From an optimization exercise on the open Yosys and OpenROAD flow, aimed at small area and a short achievable clock period; shortcuts taken in it are not production practice.
Only simulation tests tie the RTL to the original design; equivalence was not proved.

==> flow/design.v <==
`timescale 1ns/1ps
module controlUnit (
    input  logic [8:0]  i_instr,
    output logic            o_regWe,
    output logic [2:0] o_regDst,
    output logic [2:0]  o_wbSel,
    output logic [2:0] o_imm,
    output logic [3:0]   o_cond,
    output logic [3:0]  o_aluOp,
    output logic [1:0] o_memCtl,
    output logic [2:0] o_regX,
    output logic [2:0] o_regY
);
    logic [2:0] opcode;
    logic [2:0]    fieldHi;     
    logic [2:0]    fieldLo;     
    assign opcode  = i_instr[8:6];
    assign fieldHi = i_instr[5:3];
    assign fieldLo = i_instr[2:0];
    always_comb begin
        o_regWe  = 1'b0;
        o_regDst = '0;
        o_wbSel  = 3'b111;
        o_imm    = '0;
        o_cond   = '0;
        o_aluOp  = '0;
        o_memCtl = 2'b00;
        o_regX   = '0;
        o_regY   = '0;
        case (opcode)
            3'b001: begin
                o_regWe  = 1'b1;
                o_regDst = fieldHi;
                o_wbSel  = 3'b010;
                o_imm    = fieldLo;
            end
            3'b010: begin
                o_regWe  = 1'b1;
                o_regDst = fieldHi;
                o_wbSel  = 3'b001;
                o_memCtl = 2'b01;
                o_regY   = fieldLo;        
            end
            3'b011: begin
                o_memCtl = 2'b10;
                o_imm    = fieldLo;
                o_regX   = fieldHi;
            end
            3'b100: begin
                o_memCtl = 2'b11;
                o_regX   = fieldHi;
                o_regY   = fieldLo;
            end
            3'b101: begin
                o_regWe  = 1'b1;
                o_regDst = fieldHi;
                o_wbSel  = 3'b100;
                o_regY   = fieldLo;
            end
            3'b110: begin
                o_regWe  = 1'b1;           
                o_wbSel  = 3'b011;
                o_aluOp  = {1'b1, fieldLo};
                o_regX   = fieldHi;
            end
            3'b111: begin
                o_regDst = 3'(8 - 1);
                o_cond   = {1'b1, fieldLo};
                o_regX   = fieldHi;        
                if (fieldLo == 3'b001) begin
                    o_regWe = 1'b1;        
                    o_wbSel = 3'b000;
                end
            end
            default: begin
                o_regWe = 1'b0;            
                o_wbSel = 3'b111;
            end
        endcase
    end
endmodule
`timescale 1ns/1ps
module registerBank (
    input  logic            i_clk,
    input  logic            i_arstN,
    input  logic            i_we,
    input  logic [2:0] i_dst,
    input  logic [2:0] i_idxX,
    input  logic [2:0] i_idxY,
    input  logic [2:0]  i_wbSel,
    input  logic [2:0] i_imm,
    input  logic [8-1:0] i_pcNext,
    input  logic [8-1:0]   i_memData,
    input  logic [8-1:0]   i_aluResult,
    output logic [8-1:0]   o_valX,
    output logic [8-1:0]   o_valY,
    output logic [8-1:0]   o_valR0,
    output logic [8-1:0]   o_wrData
);
    logic [8-1:0] regs [8];
    assign o_valX  = regs[i_idxX];
    assign o_valY  = regs[i_idxY];
    assign o_valR0 = regs[0];
    always_comb begin
        case (i_wbSel)
            3'b000:  o_wrData = i_pcNext;     
            3'b001: o_wrData = i_memData;
            3'b010: o_wrData = 8'(i_imm);        
            3'b011: o_wrData = i_aluResult;
            3'b100: o_wrData = o_valY;
            default:  o_wrData = '0;
        endcase
    end
    always_ff @(posedge i_clk or negedge i_arstN) begin
        if (!i_arstN) begin
            for (int i = 0; i < 8; i++) begin
                regs[i] <= '0;
            end
        end else if (i_we) begin
            regs[i_dst] <= o_wrData;
        end
    end
endmodule
`timescale 1ns/1ps
module alu (
    input  logic           i_clk,
    input  logic           i_arstN,
    input  logic [3:0] i_op,
    input  logic [8-1:0]  i_a,
    input  logic [8-1:0]  i_b,
    output logic [8-1:0]  o_result,
    output logic           o_zero,
    output logic           o_carry
);
    logic [8:0] wide;     
    always_comb begin
        case (i_op[2:0])
            3'b000:  wide = {1'b0, i_a} + {1'b0, i_b};
            3'b001:  wide = {1'b0, i_a} - {1'b0, i_b};    
            3'b010:  wide = {1'b0, i_a & i_b};
            3'b011:  wide = {1'b0, i_a | i_b};
            3'b100:  wide = {1'b0, i_a ^ i_b};
            3'b101:  wide = {i_a, 1'b0};                  
            3'b110:  wide = {i_a[0], 1'b0, i_a[8-1:1]};
            default: wide = {1'b0, ~i_a};
        endcase
    end
    assign o_result = wide[8-1:0];
    always_ff @(posedge i_clk or negedge i_arstN) begin
        if (!i_arstN) begin
            o_zero  <= 1'b0;
            o_carry <= 1'b0;
        end else if (i_op[3]) begin     
            o_zero  <= (o_result == '0);
            o_carry <= wide[8];
        end
    end
endmodule
`timescale 1ns/1ps
module instructionFetch (
    input  logic            i_clk,
    input  logic            i_arstN,
    input  logic            i_run,
    input  logic            i_progWe,
    input  logic [8-1:0] i_progAddr,
    input  logic [8:0]  i_progData,
    input  logic [3:0]   i_cond,
    input  logic [8-1:0]   i_target,
    input  logic            i_zero,
    input  logic            i_carry,
    output logic [8:0]  o_instr,
    output logic [8-1:0] o_pc,
    output logic [8-1:0] o_pcNext
);
    logic [8:0] pmem [256];
    logic   condMet;
    logic   jumpTaken;
    always_ff @(posedge i_clk) begin
        if (i_progWe && !i_run) begin
            pmem[i_progAddr] <= i_progData;
        end
    end
    assign o_instr  = i_run ? pmem[o_pc] : '0;     
    assign o_pcNext = o_pc + 1'b1;                 
    always_comb begin
        case (i_cond[2:0])
            3'b000, 3'b001: condMet = 1'b1;        
            3'b010:         condMet = i_zero;
            3'b011:         condMet = !i_zero;
            3'b100:         condMet = i_carry;
            3'b101:         condMet = !i_carry;
            default:        condMet = 1'b0;
        endcase
    end
    assign jumpTaken = i_cond[3] && condMet;
    always_ff @(posedge i_clk or negedge i_arstN) begin
        if (!i_arstN) begin
            o_pc <= '0;
        end else if (i_run) begin
            o_pc <= jumpTaken ? i_target : o_pcNext;
        end
    end
endmodule
`timescale 1ns/1ps
module dataMemory (
    input  logic            i_clk,
    input  logic [1:0] i_ctl,
    input  logic [8-1:0]   i_addrX,
    input  logic [8-1:0]   i_addrY,
    input  logic [2:0] i_imm,
    input  logic [8-1:0]   i_valY,
    output logic [8-1:0]   o_rdData,
    output logic            o_we,
    output logic [8-1:0]   o_addr,
    output logic [8-1:0]   o_wrData
);
    logic [8-1:0] mem [256];
    assign o_we     = i_ctl[1];                           
    assign o_addr   = (i_ctl == 2'b01) ? i_addrY : i_addrX;
    assign o_wrData = (i_ctl == 2'b10) ? 8'(i_imm) : i_valY;
    assign o_rdData = mem[o_addr];
    always_ff @(posedge i_clk) begin
        if (o_we) begin
            mem[o_addr] <= o_wrData;
        end
    end
endmodule
`timescale 1ns/1ps
module cpuTop (
    input  logic            i_clk,
    input  logic            i_arstN,
    input  logic            i_run,
    input  logic            i_progWe,
    input  logic [8-1:0] i_progAddr,
    input  logic [8:0]  i_progData,
    output logic [8-1:0] o_pc,
    output logic            o_regWe,
    output logic [2:0] o_regIdx,
    output logic [8-1:0]   o_regData,
    output logic            o_memWe,
    output logic [8-1:0]   o_memAddr,
    output logic [8-1:0]   o_memData
);
    logic [8:0]  instr;
    logic [8-1:0] pcNext;
    logic [2:0]  wbSel;
    logic [2:0] imm;
    logic [2:0] regX;
    logic [2:0] regY;
    logic [3:0]   cond;
    logic [3:0]  aluOp;
    logic [1:0] memCtl;
    logic [8-1:0]   valX;
    logic [8-1:0]   valY;
    logic [8-1:0]   valR0;
    logic [8-1:0]   aluResult;
    logic [8-1:0]   memRdData;
    logic    zeroFlag;
    logic    carryFlag;
    instructionFetch u_fetch (
        .i_clk      (i_clk),
        .i_arstN    (i_arstN),
        .i_run      (i_run),
        .i_progWe   (i_progWe),
        .i_progAddr (i_progAddr),
        .i_progData (i_progData),
        .i_cond     (cond),
        .i_target   (valX),           
        .i_zero     (zeroFlag),
        .i_carry    (carryFlag),
        .o_instr    (instr),
        .o_pc       (o_pc),
        .o_pcNext   (pcNext)
    );
    controlUnit u_ctrl (
        .i_instr  (instr),
        .o_regWe  (o_regWe),
        .o_regDst (o_regIdx),
        .o_wbSel  (wbSel),
        .o_imm    (imm),
        .o_cond   (cond),
        .o_aluOp  (aluOp),
        .o_memCtl (memCtl),
        .o_regX   (regX),
        .o_regY   (regY)
    );
    registerBank u_regs (
        .i_clk       (i_clk),
        .i_arstN     (i_arstN),
        .i_we        (o_regWe),
        .i_dst       (o_regIdx),
        .i_idxX      (regX),
        .i_idxY      (regY),
        .i_wbSel     (wbSel),
        .i_imm       (imm),
        .i_pcNext    (pcNext),
        .i_memData   (memRdData),
        .i_aluResult (aluResult),
        .o_valX      (valX),
        .o_valY      (valY),
        .o_valR0     (valR0),
        .o_wrData    (o_regData)
    );
    alu u_alu (
        .i_clk    (i_clk),
        .i_arstN  (i_arstN),
        .i_op     (aluOp),
        .i_a      (valR0),            
        .i_b      (valX),
        .o_result (aluResult),
        .o_zero   (zeroFlag),
        .o_carry  (carryFlag)
    );
    dataMemory u_dmem (
        .i_clk    (i_clk),
        .i_ctl    (memCtl),
        .i_addrX  (valX),
        .i_addrY  (valY),
        .i_imm    (imm),
        .i_valY   (valY),
        .o_rdData (memRdData),
        .o_we     (o_memWe),
        .o_addr   (o_memAddr),
        .o_wrData (o_memData)
    );
endmodule
==> flow/run.sh <==
#!/bin/bash
# synth_recipe.tcl (not shown) runs the flow's synth.tcl, then flattens the netlist and writes it again
# the make line also repeats each setting of config.mk as NAME=value (left out here)
make -C /OpenROAD-flow-scripts/flow DESIGN_CONFIG=/design/flow/config.mk WORK_HOME=/design/flow/orfs CLKGATE_MAP_FILE= SYNTH_SCRIPT=/design/flow/synth_recipe.tcl finish
==> flow/config.mk <==
export PLATFORM = sky130hd
export DESIGN_NAME = cpuTop
export DESIGN_NICKNAME = cpuTop
export VERILOG_FILES = /design/flow/design.v
export SDC_FILE = /design/flow/constraint.sdc
export NUM_CORES = 4
export LEC_CHECK = 0
export CAP_MARGIN = 20
export CELL_PAD_IN_SITES_DETAIL_PLACEMENT = 2
export CELL_PAD_IN_SITES_GLOBAL_PLACEMENT = 3
export CORE_MARGIN = 2
export CORE_UTILIZATION = 30
export PLACE_DENSITY = 0.4
export SETUP_SLACK_MARGIN = 0.3
export SLEW_MARGIN = 20
==> flow/constraint.sdc <==
create_clock -name core_clock -period 15.0 [get_ports {i_clk}]
set_input_delay 3.0000 -clock core_clock [delete_from_list [all_inputs] [get_ports {i_clk}]]
set_output_delay 3.0000 -clock core_clock [all_outputs]
set_load 0.01 [all_outputs]
==> out/results.tsv <==
metric	value	unit
status	no timing/DRC/antenna violations	
cts.reportedPaths.clkPinSlew	0.06	ns
setup_violations	0	
dr.first_iter.drc_count	7089	
seq_area_frac_synth	75.37	%
min_path_type	flip-flop to flip-flop	
h-tree-depth	6	
critPathKind	flip-flop to output port	
synth_common_cells	4352 x edfxtp_1, 628 x nor2_1, 530 x mux4_2	
tightest_slew	1.237	ns
ant_nets	0	
worstRegToRegCells	28	
clk_latency	1.10	ns
r2r_start	u_fetch.o_pc[0]$_DFFE_PN0P_	
slowest_stage	mux4_2	
hold_viol_final	0	
routed_wirelength	712100	um
tritoncts	yes	
cp_slowest_stage_delay	0.64	ns
port_buffers	57	
ys_ff_latch	4426	
cts_buffers	549	
hold_start	u_regs.regs[6][7]$_DFFE_PN0P_	
post-route-min-period	14.30	ns
grt_start_max_net_pins	130	
synthToLayoutAreaGrowth	17.48	%
finalCritPeriodShare	95.34	%
num_io_pins	58	
syn-num-nets	10080	
synth-main-ff-cell	edfxtp_1	
die-area	0.5923	mm^2
finalNetCount	10540	
synth_most_common_cell	edfxtp_1	
rr_endpoint	u_dmem.mem[24][7]$_DFFE_PP_	
syn_avg_cell_area	17.54	um^2
cts_buffer_depth	4	
placed_cell_area	0.1883	mm^2
layout-drive-gt1-share	20.30	%
grt-ovfl-total	0	
dp_hpwl	456600	um
r2r_slack	5.13	ns
num_rows	281	
required	12.00	ns
vias	99470	
track_usage	23.60	%
grt_pass1_vias	108500	
critPathCaptureType	output port	
avgRoutedWirePerCell	38.05	um
yosysWarnings	6	
crit_fanout	57	
synth_edf_count	4352	
ys_types	109	
synth_area_leaders	edfxtp_1 74%, mux4_2 6.8%, a211oi_1 2.0%	
drc	0	
cap_violations	0	
cts.sinks	4426	
arrival	11.30	ns
root_buffer	clkbuf_16	
gp_congestion	0.7946	
skew	0.07346	ns
crit_path_start_kind	flip-flop	
drv_slew	0	
whs_endpoint	u_regs.regs[6][7]$_DFFE_PN0P_	
final_area	0.2066	mm^2
initial_utilization	30.07	%
via_per_inst	5.315	
synth.largest_area_cell	edfxtp_1	
dieWidth	769.6	um
core-area	0.5847	mm^2
first_pass_iters	7	
hold_depth	1	
netlist_area	0.1758	mm^2
ys_async_sr_fraction	1.672	%
die_h	769.6	um
postSynthCellCount	10020	
max-slew-margin-rel	17.54	%
fmax	69.92	MHz
rsz0062_at_grt	yes	
fillers	57100	
grt_antenna_before_repair	34	
synth_top_area_share	74.32	%
grt_pass1_wl	970900	um
## area by class of cell
class | instances | area [um^2] | area share (%)
antenna | 17 | 42.54 | 0.02059
clock buffer | 698 | 14600 | 7.065
clock inverter | 283 | 3093 | 1.497
inverter | 49 | 201.4 | 0.09752
multi-input combinational | 4810 | 40190 | 19.45
sequential | 4426 | 132600 | 64.17
tap | 7782 | 9737 | 4.713
timing repair buffer | 648 | 6161 | 2.982
## kinds of logic after synthesis
logic type | share of synthesized area [%]
buffers and inverters | 2.384
adders and majority gates | 0.2248
and+or+nand+nor | 4.700
muxes | 8.823
xor gates and xnor gates | 0.09464
AOI/OAI and AO/OA | 8.401
DFF | 75.37
## flip-flops by register name, summed over array words and instances (netlist names)
register       flops
u_alu.o_carry      1
u_alu.o_zero       1
u_dmem.mem      2048
u_fetch.o_pc       8
u_fetch.pmem    2304
u_regs.regs       64
## how the worst max path moves through the flow
stage / from / endpoint / slack, ns / cells past startpoint
final: u_fetch.o_pc[0]$_DFFE_PN0P_ / o_regData[4] / 0.70 / 27
after global routing: u_fetch.o_pc[0]$_DFFE_PN0P_ / o_regData[2] / 0.26 / 32
after CTS: u_fetch.o_pc[0]$_DFFE_PN0P_ / o_regData[2] / 0.31 / 26
after detailed placement: u_fetch.o_pc[1]$_DFFE_PN0P_ / o_regData[2] / 0.20 / 25
after global placement: u_fetch.o_pc[0]$_DFFE_PN0P_ / o_regData[4] / -0.55 / 29
after floorplan: i_run / o_memData[3] / 0.64 / 12
## repair_timing
item                                    in CTS  in global routing
pin swaps                                    7                  1
hold buffers                                 0                  0
setup buffers                               21                  0
gates resized for setup                     25                  4
endpoints found under the setup margin       8                  4
## routing by layer
metal / global-route usage [%] / wire (um) / vias to the layer above
li1: - / - / 42100
met1: 31.06 / 309100 / 54980
met2: 42.05 / 364000 / 1694
met3: 2.249 / 20060 / 687
met4: 5.483 / 18900 / 2
met5: 0 / 11 / -
## placed cells by master (no fill, tap or decap), types with 101 or more instances in the layout
| cell | Yosys | layout |
|---|---|---|
| a211oi_1 | 463 | 462 |
| buf_4 | 94 | 499 |
| o21ai_0 | 515 | 511 |
| clkbuf_16 | 0 | 563 |
| mux4_2 | 530 | 530 |
| nand3_1 | 125 | 114 |
| o22ai_1 | 475 | 475 |
| mux2i_1 | 293 | 287 |
| clkinv_1 | 4 | 115 |
| clkbuf_1 | 332 | 135 |
| a22oi_1 | 154 | 153 |
| and3_1 | 461 | 461 |
| nand2_1 | 230 | 209 |
| a21oi_1 | 126 | 125 |
| a41oi_1 | 102 | 101 |
| nor2_1 | 628 | 508 |
| edfxtp_1 | 4352 | 4352 |
| nor2_2 | 0 | 115 |
## critical path: cells and delay by family (launching register included)
family / cells / cell delay, ns
AO/OA/AOI/OAI: 10 / 3.35
multiplexers: 3 / 1.65
flip-flops: 1 / 0.57
AND/OR/NAND/NOR: 4 / 1.55
buffers and inverters: 10 / 2.72
## through the flow
stage | util [%] | setup TNS [ns] | instances | hold slack (ns) | setup slack (ns)
5_1_grt | 35.32 | 0 | 18700 | 0.5522 | 0.2597
3_3_place_gp | 32.15 | -0.5711 | 17680 | 0.5029 | -0.5489
6_report | 35.33 | 0 | 18710 | 0.5093 | 0.6985
2_1_floorplan | - | 0 | 10020 | 0.4668 | 0.6421
3_5_place_dp | 32.21 | 0 | 17690 | 0.4991 | 0.2045
4_1_cts | 35.30 | 0 | 18690 | 0.5112 | 0.3079

## what the ideal ports hide
How much do the figures lean on ideal ports? The routed layout below was timed once more, with nothing changed but the port constraints. Step 1 assumes that a clkbuf_16 drives the clock port and a buf_2 every other input. Step 2 times the ports against the registers' clock, not the clock port: input delays grow and output delays shrink by t, the midpoint of the rising clock arrivals with the driver on. a / b / c = ideal ports / drivers / drivers and shift; a / b = the first two.
shift t [ns]: 1.191
setup slack, ns: 0.699 / 0.570 / 0.878
worst setup path at the end: input to output
After both steps this run still meets setup and hold. For this run, drivers alone change the setup slack by -0.129 ns; drivers and shift together by +0.179 ns.
